What follows belongs to an exercise in optimizing a design on an open flow for small area, a short achievable clock period and few clock cycles per item; a production flow would make more cautious choices.
At most, simulation tests tie the RTL to the original design; equivalence was not proved.
Power figures rest on the tool's default switching activity, not on a simulated workload.

==> module adder, before the edit <==
module adder (
    input  wire [31:0]  x,
    input  wire [31:0]  y,
    input  wire         cin,
    output logic [31:0] sum
);
    logic [31:0] g, p, gn, pn;
    logic [31:0] carry;
    always_comb begin
        g = x & y;
        p = x ^ y;
        for (int l = 0; l < 5; l++) begin
            gn = g;
            pn = p;
            for (int i = 0; i < 32; i++) begin
                if (((i >> l) & 1) == 1) begin
                    gn[i] = g[i] | (p[i] & g[((i >> l) << l) - 1]);
                    pn[i] = p[i] & p[((i >> l) << l) - 1];
                end
            end
            g = gn;
            p = pn;
        end
        carry = {g[30:0] | (p[30:0] & {31{cin}}), cin};
    end
    assign sum = x ^ y ^ carry;
endmodule
==> module execute_stage, before the edit <==
module execute_stage (
    input  wire [31:0] pc,
    input  wire [31:0] ir,
    input  wire [31:0] rs_val,
    input  wire [31:0] rb_val,    
    output logic [31:0] npc,
    output logic        we,
    output logic [4:0]  wreg,
    output logic        is_lw,
    output logic        is_sw,
    output logic [31:0] o
);
    logic [4:0]  opc;
    logic [4:0]  fn;
    logic [31:0] imm;
    logic [31:0] pc1;
    logic [31:0] x, y, sum;
    logic [31:0] sh_right, sh_left;
    logic [31:0] other;
    logic        use_reg, use_pc, use_tgt, fn_sub, cin;
    logic        en_sum, en_and, en_or, en_sll, en_sra, en_jal;
    logic        is_j, is_jr, is_bne, is_blt, taken;
    logic        eq, lt;
    assign opc = ir[31:27];
    assign fn  = ir[6:2];
    assign imm = {{15{ir[16]}}, ir[16:0]};
    assign pc1 = pc + 32'd1;
    assign use_reg = !(opc[3] | opc[1] | opc[0]);
    assign use_pc  = opc[1] & !opc[0];
    assign use_tgt = opc[0] & !opc[2];
    assign fn_sub  = fn[0] & !opc[2];
    assign x   = use_pc ? pc : rs_val;
    assign y   = use_reg ? (rb_val ^ {32{fn_sub}}) :
                 use_tgt ? {5'd0, ir[26:0]} : imm;
    assign cin = use_reg ? fn_sub : use_pc;
    adder u_adder (.x(x), .y(y), .cin(cin), .sum(sum));
    alu u_alu (
        .a        (rs_val),
        .right    (fn[0]),
        .shamt    (ir[11:7]),
        .sh_right (sh_right),
        .sh_left  (sh_left)
    );
    assign en_jal = opc[1] & opc[0] & !opc[2];
    assign en_sum = !en_jal & (!use_reg | (fn[4:1] == 4'd0));
    assign en_and = use_reg & (fn == 5'd2);
    assign en_or  = use_reg & (fn == 5'd3);
    assign en_sll = use_reg & (fn == 5'd4);
    assign en_sra = use_reg & (fn == 5'd5);
    assign other = ({32{en_and}} & (rs_val & rb_val))
                 | ({32{en_or}}  & (rs_val | rb_val))
                 | ({32{en_sll}} & sh_left)
                 | ({32{en_sra}} & sh_right)
                 | ({32{en_jal}} & pc1);
    assign o = en_sum ? sum : other;
    assign is_j   = (opc[4:2] == 3'd0) & opc[0];     
    assign is_jr  = (opc == cpu_pkg::OPC_JR);
    assign is_bne = (opc == cpu_pkg::OPC_BNE);
    assign is_blt = (opc == cpu_pkg::OPC_BLT);
    assign eq    = (rb_val == rs_val);
    assign lt    = $signed(rb_val) < $signed(rs_val);
    assign taken = (is_bne & !eq) | (is_blt & lt) | is_j | is_jr;
    assign npc   = taken ? sum : pc1;
    assign we    = (opc == cpu_pkg::OPC_ALU) || (opc == cpu_pkg::OPC_ADDI) || (opc == cpu_pkg::OPC_LW) || (opc == cpu_pkg::OPC_JAL);
    assign wreg  = en_jal ? 5'd31 : ir[26:22];
    assign is_lw = (opc == cpu_pkg::OPC_LW);
    assign is_sw = (opc == cpu_pkg::OPC_SW);
endmodule
==> module pipeline_cpu, before the edit <==
module pipeline_cpu (
    input  wire         clock,
    input  wire         arst_n,
    output logic [31:0] address_imem,
    input  wire  [31:0] q_imem,
    output logic [31:0] address_dmem,
    output logic [31:0] data,
    output logic        wren,
    input  wire  [31:0] q_dmem,
    output logic        ctrl_write_enable,
    output logic [4:0]  ctrl_write_reg,
    output logic [4:0]  ctrl_read_reg_a,
    output logic [4:0]  ctrl_read_reg_b,
    output logic [31:0] data_write_reg,
    input  wire  [31:0] data_read_reg_a,
    input  wire  [31:0] data_read_reg_b
);
    logic [31:0] pc;
    logic [31:0] npc;
    logic        we, is_lw, is_sw;
    logic [4:0]  wreg;
    logic [31:0] o;
    always_ff @(posedge clock or negedge arst_n) begin
        if (!arst_n) pc <= '0;
        else         pc <= npc;
    end
    assign address_imem    = pc;
    assign ctrl_read_reg_a = ((q_imem[27] & !q_imem[29]) | (q_imem[29] & !q_imem[28] & !q_imem[27]))
                           ? 5'd0 : q_imem[21:17];
    assign ctrl_read_reg_b = (q_imem[29] | q_imem[28]) ? q_imem[26:22] : q_imem[16:12];
    execute_stage u_execute_stage (
        .pc     (pc),
        .ir     (q_imem),
        .rs_val (data_read_reg_a),
        .rb_val (data_read_reg_b),
        .npc    (npc),
        .we     (we),
        .wreg   (wreg),
        .is_lw  (is_lw),
        .is_sw  (is_sw),
        .o      (o)
    );
    mem_wb_stage u_mem_wb_stage (
        .clock             (clock),
        .arst_n            (arst_n),
        .we_in             (we),
        .wreg_in           (wreg),
        .lw_in             (is_lw),
        .sw_in             (is_sw),
        .o_in              (o),
        .b_in              (data_read_reg_b),
        .q_dmem            (q_dmem),
        .address_dmem      (address_dmem),
        .data              (data),
        .wren              (wren),
        .ctrl_write_enable (ctrl_write_enable),
        .ctrl_write_reg    (ctrl_write_reg),
        .data_write_reg    (data_write_reg)
    );
endmodule
Settings: LEC_CHECK=0, CAP_MARGIN=20, CORE_MARGIN=2, CORE_UTILIZATION=40, PLACE_DENSITY=0.6, SETUP_SLACK_MARGIN=3.5, SLEW_MARGIN=20; clock period 8.5 ns.
standard.sh (not shown) runs the stock make flow with config.mk's settings and CLKGATE_MAP_FILE= SYNTH_SCRIPT=/design/flow/synth_recipe.tcl, a recipe that flattens the netlist after the stock synthesis.
==> flow/flow/run.sh <==
#!/bin/bash
# Own layout flow: the standard flow (standard.sh, unchanged synthesis,
# floorplan, power grid, placement, CTS and routing), with one change: the
# buffers that global placement puts on every input and output port are
# sky130_fd_sc_hd__buf_1 cells instead of the default delay-buffer cell.
# The timing repair steps still resize them where timing needs it.
set -euo pipefail
export BUFFER_PORTS_ARGS="-buffer_cell sky130_fd_sc_hd__buf_1"
bash standard.sh > standard.log 2>&1
Next try:
--- a/flow/design.v
+++ b/flow/design.v
@@ -20,25 +20,26 @@
 );
     logic [31:0] g, p, gn, pn;
     logic [31:0] carry;
     always_comb begin
         g = x & y;
         p = x ^ y;
+        g[0] = g[0] | (p[0] & cin);
         for (int l = 0; l < 5; l++) begin
             gn = g;
             pn = p;
             for (int i = 0; i < 32; i++) begin
                 if (((i >> l) & 1) == 1) begin
                     gn[i] = g[i] | (p[i] & g[((i >> l) << l) - 1]);
                     pn[i] = p[i] & p[((i >> l) << l) - 1];
                 end
             end
             g = gn;
             p = pn;
         end
-        carry = {g[30:0] | (p[30:0] & {31{cin}}), cin};
+        carry = {g[30:0], cin};
     end
     assign sum = x ^ y ^ carry;
 endmodule
 module alu (
     input  wire [31:0]  a,
     input  wire         right,    
@@ -74,28 +75,25 @@
     logic [4:0]  opc;
     logic [4:0]  fn;
     logic [31:0] imm;
     logic [31:0] pc1;
     logic [31:0] x, y, sum;
     logic [31:0] sh_right, sh_left;
-    logic [31:0] other;
-    logic        use_reg, use_pc, use_tgt, fn_sub, cin;
+    logic        use_reg, use_pc, fn_sub, cin;
     logic        en_sum, en_and, en_or, en_sll, en_sra, en_jal;
     logic        is_j, is_jr, is_bne, is_blt, taken;
     logic        eq, lt;
     assign opc = ir[31:27];
     assign fn  = ir[6:2];
     assign imm = {{15{ir[16]}}, ir[16:0]};
     assign pc1 = pc + 32'd1;
-    assign use_reg = !(opc[3] | opc[1] | opc[0]);
+    assign use_reg = !(opc[3] | opc[2] | opc[1]);
     assign use_pc  = opc[1] & !opc[0];
-    assign use_tgt = opc[0] & !opc[2];
-    assign fn_sub  = fn[0] & !opc[2];
+    assign fn_sub  = fn[0];
     assign x   = use_pc ? pc : rs_val;
-    assign y   = use_reg ? (rb_val ^ {32{fn_sub}}) :
-                 use_tgt ? {5'd0, ir[26:0]} : imm;
+    assign y   = use_reg ? (rb_val ^ {32{fn_sub}}) : imm;
     assign cin = use_reg ? fn_sub : use_pc;
     adder u_adder (.x(x), .y(y), .cin(cin), .sum(sum));
     alu u_alu (
         .a        (rs_val),
         .right    (fn[0]),
         .shamt    (ir[11:7]),
@@ -105,26 +103,26 @@
     assign en_jal = opc[1] & opc[0] & !opc[2];
     assign en_sum = !en_jal & (!use_reg | (fn[4:1] == 4'd0));
     assign en_and = use_reg & (fn == 5'd2);
     assign en_or  = use_reg & (fn == 5'd3);
     assign en_sll = use_reg & (fn == 5'd4);
     assign en_sra = use_reg & (fn == 5'd5);
-    assign other = ({32{en_and}} & (rs_val & rb_val))
-                 | ({32{en_or}}  & (rs_val | rb_val))
-                 | ({32{en_sll}} & sh_left)
-                 | ({32{en_sra}} & sh_right)
-                 | ({32{en_jal}} & pc1);
-    assign o = en_sum ? sum : other;
+    assign o = ({32{en_sum}} & sum)
+             | ({32{en_and}} & (rs_val & rb_val))
+             | ({32{en_or}}  & (rs_val | rb_val))
+             | ({32{en_sll}} & sh_left)
+             | ({32{en_sra}} & sh_right)
+             | ({32{en_jal}} & pc1);
     assign is_j   = (opc[4:2] == 3'd0) & opc[0];     
     assign is_jr  = (opc == cpu_pkg::OPC_JR);
     assign is_bne = (opc == cpu_pkg::OPC_BNE);
     assign is_blt = (opc == cpu_pkg::OPC_BLT);
     assign eq    = (rb_val == rs_val);
     assign lt    = $signed(rb_val) < $signed(rs_val);
-    assign taken = (is_bne & !eq) | (is_blt & lt) | is_j | is_jr;
-    assign npc   = taken ? sum : pc1;
+    assign taken = (is_bne & !eq) | (is_blt & lt);
+    assign npc   = taken ? sum : is_jr ? rb_val : is_j ? {5'd0, ir[26:0]} : pc1;
     assign we    = (opc == cpu_pkg::OPC_ALU) || (opc == cpu_pkg::OPC_ADDI) || (opc == cpu_pkg::OPC_LW) || (opc == cpu_pkg::OPC_JAL);
     assign wreg  = en_jal ? 5'd31 : ir[26:22];
     assign is_lw = (opc == cpu_pkg::OPC_LW);
     assign is_sw = (opc == cpu_pkg::OPC_SW);
 endmodule
 `default_nettype wire
@@ -199,14 +197,13 @@
     logic [31:0] o;
     always_ff @(posedge clock or negedge arst_n) begin
         if (!arst_n) pc <= '0;
         else         pc <= npc;
     end
     assign address_imem    = pc;
-    assign ctrl_read_reg_a = ((q_imem[27] & !q_imem[29]) | (q_imem[29] & !q_imem[28] & !q_imem[27]))
-                           ? 5'd0 : q_imem[21:17];
+    assign ctrl_read_reg_a = q_imem[21:17];
     assign ctrl_read_reg_b = (q_imem[29] | q_imem[28]) ? q_imem[26:22] : q_imem[16:12];
     execute_stage u_execute_stage (
         .pc     (pc),
         .ir     (q_imem),
         .rs_val (data_read_reg_a),
         .rb_val (data_read_reg_b),
After rerunning: Total power stays flat. Final area rose by 3.9%. Wire length increases by 9.6%. Global-route usage went up by 1.4 points. Clock skew barely changes. Count of clock-buffer cells in the layout decreases by 1. Utilization decreases by 0.63 points. Non-clock buffer count increases by 6. Die area climbs by 3.9%. Worst setup slack gets better by 30 ps. Sequential power falls by 6.3%.
Testbench counts after the change, summed over its fixed seeds: cycles 9,364, instrs 9,364.
Function not checked in the first run of this note: the RTL went through the layout flow alone.

-- static timing again, ports no longer ideal --
The results above use ideal ports. As a check the final layouts listed here were re-extracted and re-timed, cells and wires unchanged. Step 1: set_driving_cell puts a clkbuf_16 on clock and a buf_2 on each other input, an assumption about the parent block. Step 2 also shifts input and output timing later by t, the mid clock arrival at the registers, as if the neighbouring blocks saw the same clock. Slacks: no drivers / after step 1 / after step 2; pairs: no drivers / after step 1.
| run | shift t [ns] | setup slack, ns | cell pins on the clock port's net |
|---|---|---|---|
| the first run | 0.412 | 3.581 / 3.585 / 3.173 | 1 |
| the second run | 0.429 | 3.610 / 3.643 / 3.214 | 1 |
After both steps every run listed still meets setup and hold. The setup slack of the first run, which loses most, moves by +0.004 ns with the drivers and by -0.408 ns with both steps.
